This design comes from an exercise in tuning for small area and a short achievable clock period on the open sky130 flow, not from production work.
Where RTL was checked, it was by simulation tests only, not by an equivalence proof against the original.

before:
Design axi_top, start of the top module:
module axi_top (
  input  logic                  aclk,
  input  logic                  rst_n,
  input  logic [REG_ADDR_W-1:0] s_axi_lite_awaddr,
  input  logic                  s_axi_lite_awvalid,
  output logic                  s_axi_lite_awready,
  input  logic [DATA_W-1:0]     s_axi_lite_wdata,
  input  logic [STRB_W-1:0]     s_axi_lite_wstrb,
  input  logic                  s_axi_lite_wvalid,
  output logic                  s_axi_lite_wready,
  output logic [1:0]            s_axi_lite_bresp,
  output logic                  s_axi_lite_bvalid,
  input  logic                  s_axi_lite_bready,
  input  logic [REG_ADDR_W-1:0] s_axi_lite_araddr,
  input  logic                  s_axi_lite_arvalid,
  output logic                  s_axi_lite_arready,
  output logic [DATA_W-1:0]     s_axi_lite_rdata,
  output logic [1:0]            s_axi_lite_rresp,
  output logic                  s_axi_lite_rvalid,
  ...
==> module axi_stream_out, before the edit <==
module axi_stream_out (
  input  logic               aclk,
  input  logic               rst_n,
  input  logic [36:0]        head,
  input  logic               head_last_nx,
  input  logic               nempty_nx,
  output logic               pop,
  input  logic               out_en_nx,
  input  logic [DATA_W-1:0]  pkt_len_nx,
  output logic [DATA_W-1:0]  sent_count,
  output logic [DATA_W-1:0]  m_axi_stream_tdata,
  output logic [STRB_W-1:0]  m_axi_stream_tstrb,
  output logic               m_axi_stream_tlast,
  output logic               m_axi_stream_tvalid,
  input  logic               m_axi_stream_tready
);
  logic [DATA_W-1:0] cnt1_q;                        
  logic [DATA_W-1:0] sent_q;
  logic              tvalid_q;
  logic              pkt_end_q;
  logic              tlast_q;
  logic              hs;
  logic [DATA_W-1:0] cnt1_nx;
  logic              pkt_end_nx;
  assign hs  = tvalid_q && m_axi_stream_tready;
  assign pop = hs;
  assign m_axi_stream_tdata  = head[36:5];
  assign m_axi_stream_tstrb  = head[4:1];
  assign m_axi_stream_tlast  = tlast_q;
  assign m_axi_stream_tvalid = tvalid_q;
  assign sent_count          = sent_q;
  assign cnt1_nx = hs ? (tlast_q ? DATA_W'(1) : cnt1_q + 1'b1) : cnt1_q;
  logic [DATA_W-1:0] d;
  logic              eq_hold;                       
  logic              eq_inc;                        
  logic              eq_one;                        
  logic              len_nz;
  assign d       = cnt1_q ^ pkt_len_nx;
  assign eq_hold = (d == '0);
  always_comb begin
    eq_inc = d[0];
    for (int i = 1; i < DATA_W; i++) begin
      eq_inc = eq_inc && (d[i] == (d[i-1] && cnt1_q[i-1]));
    end
  end
  assign eq_one     = (pkt_len_nx[DATA_W-1:1] == '0) && pkt_len_nx[0];
  assign len_nz     = (pkt_len_nx != '0);
  assign pkt_end_nx = len_nz && (hs ? (tlast_q ? eq_one : eq_inc) : eq_hold);
  always_ff @(posedge aclk or negedge rst_n) begin
    if (!rst_n) begin
      cnt1_q    <= DATA_W'(1);
      sent_q    <= '0;
      tvalid_q  <= 1'b0;
      pkt_end_q <= 1'b0;
    end else begin
      tvalid_q  <= (out_en_nx || (tvalid_q && !m_axi_stream_tready)) && nempty_nx;
      cnt1_q    <= cnt1_nx;
      pkt_end_q <= pkt_end_nx;
      if (hs) sent_q <= sent_q + 1'b1;
    end
  end
  always_ff @(posedge aclk) begin
    tlast_q <= head_last_nx || pkt_end_nx;
  end
endmodule
Settings: LEC_CHECK=0, CAP_MARGIN=20, CORE_MARGIN=2, CORE_UTILIZATION=40, SETUP_SLACK_MARGIN=1.0, SLEW_MARGIN=20; clock period 4.2 ns.
run.sh (not shown) runs the stock make flow with config.mk's settings and CLKGATE_MAP_FILE= SYNTH_SCRIPT=/design/flow/synth_recipe.tcl, a recipe that flattens the netlist after the stock synthesis.
before completed; timing, DRC and antenna clean
### before -> after
diff --git a/flow/design.v b/flow/design.v
--- a/flow/design.v
+++ b/flow/design.v
@@ -284,23 +284,8 @@
   assign m_axi_stream_tlast  = tlast_q;
   assign m_axi_stream_tvalid = tvalid_q;
   assign sent_count          = sent_q;
-  assign cnt1_nx = hs ? (tlast_q ? DATA_W'(1) : cnt1_q + 1'b1) : cnt1_q;
-  logic [DATA_W-1:0] d;
-  logic              eq_hold;                       
-  logic              eq_inc;                        
-  logic              eq_one;                        
-  logic              len_nz;
-  assign d       = cnt1_q ^ pkt_len_nx;
-  assign eq_hold = (d == '0);
-  always_comb begin
-    eq_inc = d[0];
-    for (int i = 1; i < DATA_W; i++) begin
-      eq_inc = eq_inc && (d[i] == (d[i-1] && cnt1_q[i-1]));
-    end
-  end
-  assign eq_one     = (pkt_len_nx[DATA_W-1:1] == '0) && pkt_len_nx[0];
-  assign len_nz     = (pkt_len_nx != '0);
-  assign pkt_end_nx = len_nz && (hs ? (tlast_q ? eq_one : eq_inc) : eq_hold);
+  assign cnt1_nx    = hs ? (tlast_q ? DATA_W'(1) : cnt1_q + 1'b1) : cnt1_q;
+  assign pkt_end_nx = (pkt_len_nx != '0) && (cnt1_nx == pkt_len_nx);
   always_ff @(posedge aclk or negedge rst_n) begin
     if (!rst_n) begin
       cnt1_q    <= DATA_W'(1);
## What came out
Per the comparison of after with before, maximum operating frequency grew by about 0.9%; utilization climbed 0.20 points; data required time at the worst endpoint shows a reduction of 40 ps.
Changes observed in after relative to before: final area went down about 0.9%; tightest hold margin up 36 ps; multiplexer share of the synthesized area has decreased; starting density of the core higher.
Start point of the critical path = out_inst.cnt1_q[0]: after; start point of the critical path = s_axi_lite_awaddr[6]: before
Only the layout flow was run in before; the RTL was not checked for function there.

-- port drivers added, routing unchanged --
How much do the figures lean on ideal ports? The routed layouts below were timed once more, with nothing changed but the port constraints. Step 1 (the two cells are an assumption about what drives the block):
set clk [get_ports {aclk}]
set_driving_cell -lib_cell sky130_fd_sc_hd__clkbuf_16 $clk
set_driving_cell -lib_cell sky130_fd_sc_hd__buf_2 [delete_from_list [all_inputs] $clk]
Step 2, shift: input delay + t, output delay - t, t = (earliest + latest rising clock arrival at the registers) / 2. This alone moves slack from input paths to output paths. a / b / c = no drivers / after step 1 / after step 2; a / b = the first two.
| run | t, ns | setup WS [ns] | worst data-port slew with drivers (ns) |
|---|---|---|---|
| before | 0.740 | 0.944 / 0.980 / 0.240 | 0.08 |
| after | 0.718 | 0.972 / 0.972 / 0.293 | 0.14 |
After both steps every run listed still meets setup and hold. For before, which loses most, drivers alone change the setup slack by +0.036 ns; drivers and shift together by -0.704 ns.
